Source: an optimization exercise on an open RTL-to-GDS flow (aim: a short achievable clock period and few clock cycles per item). Production flows keep margins and buffers that such runs may drop. In this exercise RTL edits were held to simulation tests only and were not proved equivalent to the original. Power and IR drop assume default switching activity.

==> flow/design.v <==
module gray_vertical_census_bank #(
  parameter int LANES       = 16,
  parameter int PIX_W       = 8,
  parameter int RADIUS      = 8,
  parameter int FRAME_LINES = 480,
  parameter int INFO_W      = 8
) (
  input  logic                     clk,
  input  logic                     reset,
  input  logic [LANES*PIX_W-1:0]   in_pixels,
  input  logic [INFO_W-1:0]        in_info,
  input  logic                     in_valid,
  output logic                     in_ready,
  input  logic                     cfg_mode,
  input  logic [PIX_W-1:0]         cfg_threshold,
  output logic [2*LANES-1:0]       out_bits,
  output logic [INFO_W-1:0]        out_info,
  output logic                     out_border,
  output logic                     out_last,
  output logic                     out_valid,
  input  logic                     out_ready
);
  localparam int N     = 2 * RADIUS + 1;
  localparam int SUM_W = PIX_W + $clog2(N);
  localparam int CMP_W = SUM_W + 2;
  localparam int K_W   = $clog2(FRAME_LINES + 1);
  localparam logic [K_W-1:0]   K_LAST   = K_W'(FRAME_LINES - 1);
  localparam logic [K_W-1:0]   K_BORDER = K_W'(2 * RADIUS);
  localparam logic [CMP_W-1:0] N_C      = CMP_W'(N);
  logic                  en;
  logic                  accept;
  logic [K_W-1:0]        k;
  logic [K_W-1:0]        s1_k;
  logic                  s1_valid;
  logic [INFO_W-1:0]     s1_info;
  logic [PIX_W-1:0]      win [LANES][N];
  logic [SUM_W-1:0]      sum [LANES];
  logic                  mode_l;
  logic [PIX_W-1:0]      thr_l;
  logic [2*LANES-1:0]    bits_next;
  logic                  border_next;
  logic                  last_next;
  logic [CMP_W-1:0]      ts;
  assign en       = !out_valid || out_ready;
  assign in_ready = en;
  assign accept   = in_valid && en;
  always_ff @(posedge clk) begin
    if (reset) begin
      for (int i = 0; i < LANES; i++) begin
        for (int j = 0; j < N; j++) win[i][j] <= '0;
        sum[i] <= '0;
      end
      k        <= '0;
      s1_k     <= '0;
      s1_valid <= 1'b0;
      s1_info  <= '0;
      mode_l   <= 1'b0;
      thr_l    <= '0;
    end else begin
      if (accept) begin
        for (int i = 0; i < LANES; i++) begin
          for (int j = N - 1; j > 0; j--) win[i][j] <= win[i][j-1];
          win[i][0] <= in_pixels[i*PIX_W +: PIX_W];
          sum[i]    <= sum[i] + SUM_W'(in_pixels[i*PIX_W +: PIX_W]) - SUM_W'(win[i][N-1]);
        end
        if (k == '0) begin
          mode_l <= cfg_mode;
          thr_l  <= cfg_threshold;
        end
        k       <= (k == K_LAST) ? '0 : k + 1'b1;
        s1_k    <= k;
        s1_info <= in_info;
      end
      if (en) s1_valid <= accept;
    end
  end
  always_comb begin
    bits_next   = '0;
    border_next = (s1_k < K_BORDER);
    last_next   = (s1_k == K_LAST);
    ts          = mode_l ? CMP_W'(thr_l) : '0;
    for (int i = 0; i < LANES; i++) begin
      if (!border_next) begin
        bits_next[2*i]   = (N_C * CMP_W'(win[i][RADIUS])) > (CMP_W'(sum[i]) + N_C * ts);
        bits_next[2*i+1] = mode_l &&
                           ((N_C * CMP_W'(win[i][RADIUS]) + N_C * ts) < CMP_W'(sum[i]));
      end
    end
  end
  always_ff @(posedge clk) begin
    if (reset) begin
      out_valid  <= 1'b0;
      out_bits   <= '0;
      out_info   <= '0;
      out_border <= 1'b0;
      out_last   <= 1'b0;
    end else if (en) begin
      out_valid  <= s1_valid;
      out_bits   <= bits_next;
      out_info   <= s1_info;
      out_border <= border_next;
      out_last   <= last_next;
    end
  end
endmodule
==> flow/run.sh <==
#!/bin/bash
# synth_recipe.tcl (not shown) runs the flow's synth.tcl, then flattens the netlist and writes it again
# the make line also repeats each setting of config.mk as NAME=value (left out here)
make -C /OpenROAD-flow-scripts/flow DESIGN_CONFIG=/design/flow/config.mk WORK_HOME=/design/flow/orfs CLKGATE_MAP_FILE= SYNTH_SCRIPT=/design/flow/synth_recipe.tcl finish
==> flow/config.mk <==
export PLATFORM = sky130hd
export DESIGN_NAME = gray_vertical_census_bank
export DESIGN_NICKNAME = gray_vertical_census_bank
export VERILOG_FILES = /design/flow/design.v
export SDC_FILE = /design/flow/constraint.sdc
export NUM_CORES = 4
export LEC_CHECK = 0
export CAP_MARGIN = 20
export CORE_MARGIN = 2
export CORE_UTILIZATION = 40
export SLEW_MARGIN = 20
==> flow/constraint.sdc <==
create_clock -name core_clock -period 5.2 [get_ports {clk}]
set_input_delay 1.0400 -clock core_clock [delete_from_list [all_inputs] [get_ports {clk}]]
set_output_delay 1.0400 -clock core_clock [all_outputs]
set_load 0.01 [all_outputs]
==> notes.md <==
==> layer usage <==
metal  GRT usage, %  up-vias  part of all wire (%)
li1               -    54905                     -
met1           27.0    49836                    48
met2           31.6     1783                    45
met3           2.39      477                   4.1
met4           6.64        0                   3.4
met5              0        -                     0
==> where the power goes <==
group | switching (uW) | internal (uW)
Combinational | 7000 | 5100
Clock | 8260 | 11800
Sequential | 888 | 19500
==> worst min-delay path: stages (launching register included) <==
cell and delay (ns):
dfxtp_1 0.31, nand2_1 0.05, a21oi_1 0.05
==> cells in the mapped netlist, types with 80 or more instances <==
cell type	instances
nand4_1	94
xor2_1	170
ha_1	1095
nor3_1	145
a211oi_1	86
fa_1	145
clkbuf_1	835
nor2b_1	150
nand2_1	4950
inv_1	788
a21oi_1	2820
dfxtp_1	2463
nand2b_1	86
o211ai_1	80
nand3_1	252
o21ai_0	324
xnor2_1	439
o21a_1	119
nor2_1	338
a21o_1	193
==> area by class of cell <==
cell class / count / area (um2) / area share (%)
multi-input combinational: 12254 / 72100 / 50.2
sequential: 2463 / 49300 / 34.3
clock buffer: 404 / 8140 / 5.66
tap: 4180 / 5230 / 3.64
timing repair buffer: 437 / 4660 / 3.24
inverter: 789 / 2960 / 2.06
clock inverter: 95 / 1300 / 0.905
antenna: 5 / 12.5 / 0.00871
==> cell usage in the layout, fill, tap and decap left out, drive strengths merged, types with 69 or more instances in the layout <==
cell type and count:
o21a 119, fa 145, nand4 94, a21o 193, nor3 145, o21ai 327
xnor2 439, or3 69, nand3 252, nor2b 150, xor2 171, clkdlybuf4s50 191
dfxtp 2463, a21oi 2821, o211ai 80, inv 802, nand2b 86, nor2 338
clkbuf 404, ha 1095, a211oi 92, buf 246, nand2 4950
==> sequential cells by signal (all words and copies together) (netlist names) <==
| signal | count |
|---|---|
| out_bits | 32 |
| out_last | 1 |
| s1_valid | 1 |
| out_info | 8 |
| s1_k | 9 |
| mode_l | 1 |
| thr_l | 8 |
| s1_info | 8 |
| out_border | 1 |
| sum | 208 |
| win | 2176 |
| k | 9 |
| out_valid | 1 |
==> repair_timing <==
| action | 4_1_cts | 5_1_grt |
|---|---|---|
| setup buffers | 0 | 3 |
| hold buffers | 0 | 0 |
| setup endpoints to repair | 0 | 5 |
| resized for setup | 0 | 2 |
==> per-stage QoR <==
step | setup slack (ns) | total power, uW | hold WS, ns | instances | utilization (%)
after floorplan | -0.0842 | 29800 | 0.432 | 16472 | -
after global placement | 0.257 | 32800 | 0.437 | 20119 | 42.2
after detailed placement | 0.236 | 32800 | 0.441 | 20119 | 42.2
after CTS | 0.235 | 53100 | 0.421 | 20618 | 45.2
after global routing | 0.0860 | 55500 | 0.445 | 20625 | 45.2
final | 0.380 | 52500 | 0.421 | 20627 | 45.2
==> path summary, 6_finish.rpt <==
check | from | end | slack, ns | cells after the start
worst min-delay path | win[117][7] | win[118][7] | 0.42 | 2
worst max register to register | mode_l | out_bits[12] | 0.38 | 17
worst min register to register | win[117][7] | win[118][7] | 0.42 | 2
worst max-delay path | mode_l | out_bits[12] | 0.38 | 17
==> cell families (layout without fill, tap and decap cells) <==
| family | Yosys count | after routing | synth area share (%) |
|---|---|---|---|
| AOI/OAI and AO/OA | 4116 | 4116 | 18.5 |
| and+or+nand+nor | 6241 | 6241 | 19.9 |
| other | 0 | 5 | 0 |
| xor gates and xnor gates | 625 | 625 | 4.49 |
| muxes | 13 | 13 | 0.102 |
| DFF | 2463 | 2463 | 38.6 |
| buffers and inverters | 1755 | 1725 | 5.24 |
| adders and majority gates | 1259 | 1259 | 13.1 |
==> impl_results.md <==
* Worst VDD drop at 0.000251 V
* Number of synthesis warnings at 3
* Post-route cell area at 144000 um2
* Crit-path leading delay family: simple AND/OR/NAND/NOR gates
* Post-synth EDFFs at 0
* Power Density at 365 nW/um2
* Clk root buf: clkbuf_16
* Placer Congestion at 0.881
* Least-Margin Pin Slew at 1.19 ns
* Total gr overflow at 0
* Post-Route WL at 329 mm
* Layout cells sized above 1 at 4.81%
* Status: finished clean
* CTS H-tree depth at 5
* Count of buffer and inverter cells on the critical path at 3
* Cell Area, Synth at 128000 um2
* First-pass GRT wire length at 524 mm
* Drt pass-1 iters at 7
* Core Area at 318000 um2
* Die W at 569 um
* Post-Route Skew at 0.0448 ns
* Critical Path Sink Type: register
* CTS tree: built
* Fmax at 0.207 GHz
* Layout Nets at 17616
* Avg Inst Size Synth at 7.76 um2
* Synth top area cells: dfxtp_1 39%, nand2_1 15%, a21oi_1 11%
* Filler cell count at 31786
* Sequential fraction of the synthesis area at 38.6%
* Leak pwr at 0.0550 uW
* CP Cell Sequence: clkinv_2, nor2_1, ha_4, fa_4, buf_4, buf_4, ha_1, or3_1, nor4_1, o31ai_1, a21o_1, ha_1, and4_1, a2111oi_0, nand2_1, o211ai_1, o21ai_0
* Crit Path Max Fanout at 10
* WP data arrival at 5.61 ns
* Critical Path Start Type: register
* Max-slew violations at 0
* Largest net degree at the start of global routing at 247
* Initial antenna violation count at 11
* Routed Antenna Nets at 0
* 1st-iter DRT viols at 8393
* Clock latency (worst-skew pair) at 0.90 ns
* Vias in the first global route at 98068
* DRC viols at 0
* RSZ-0062 raised after global routing: false
* DR vias at 107001
* Row count at 207
* Synth Register Bits at 2463
* Max capacitance violation total at 0
* Synth Flop Type: dfxtp_1
* Chip Height at 569 um
* Gr usage total at 19.6%
* Hold Path Class: register to register
* Cts bufs inserted at 282
* Hold Vio Cnt, Final at 0
* Worst path required time at 5.99 ns
* Initial cell density of the core at 40.2%
* Vias per cell at 5.19
* Unique masters post-synth at 90
* Buffers on Ports at 192
* DP HPWL at 222 mm
* Die ar. at 324000 um2
* Relative slew margins at 20.8%
* Yosys top cell area share at 38.6%
* Post-place instance area at 134000 um2
* Worst path max stage delay at 0.66 ns
* Final setup vio count at 0
* Final min period at 4.82 ns
* Synthesis-to-finish area growth at 12.5%
* DR WL/cell at 16.0 um
* Mapped Cells at 16472
* Synth area leader: dfxtp_1
* # IOs at 193
* Post-synthesis async set-or-reset flop share at 0%
* Period utilization at 92.7%
* CTS clk-pin slew, worst paths at 0.06 ns
* Clock tree buffer depth at 4
* WS Path Type: register to register
* TritonCTS Sinks at 2463
* Fin Setup TNS at 0 ns
* Critical-path top delay cell: fa_4
* Mapped Nets at 17861
Testbench counts, summed over its fixed seeds: cycles 11,536, items 11,520.

==> separate check: timing with driven ports <==
Ports are ideal in the flow. The routed layout listed here was re-timed in OpenROAD. Step 1 sets driving cells, clkbuf_16 on the clock port and buf_2 on the other inputs (assumed; they add their load-dependent delay and slew). Step 2 times the ports against the registers' clock, not the clock port: input delays grow and output delays shrink by t, the midpoint of the rising clock arrivals with the driver on. Three values: ideal ports, drivers, drivers and shift; two values: the first two.
t (ns): 0.982
setup slack, ns: 0.380 / 0.380 / 0.380
worst setup path at the end: register to register
latest minus earliest clock arrival (ns): 0.061 / 0.061
worst data-port slew with drivers (ns): 0.20
After both steps this run still meets setup and hold. The setup slack of this run moves by 0.000 ns with the drivers and by 0.000 ns with both steps.
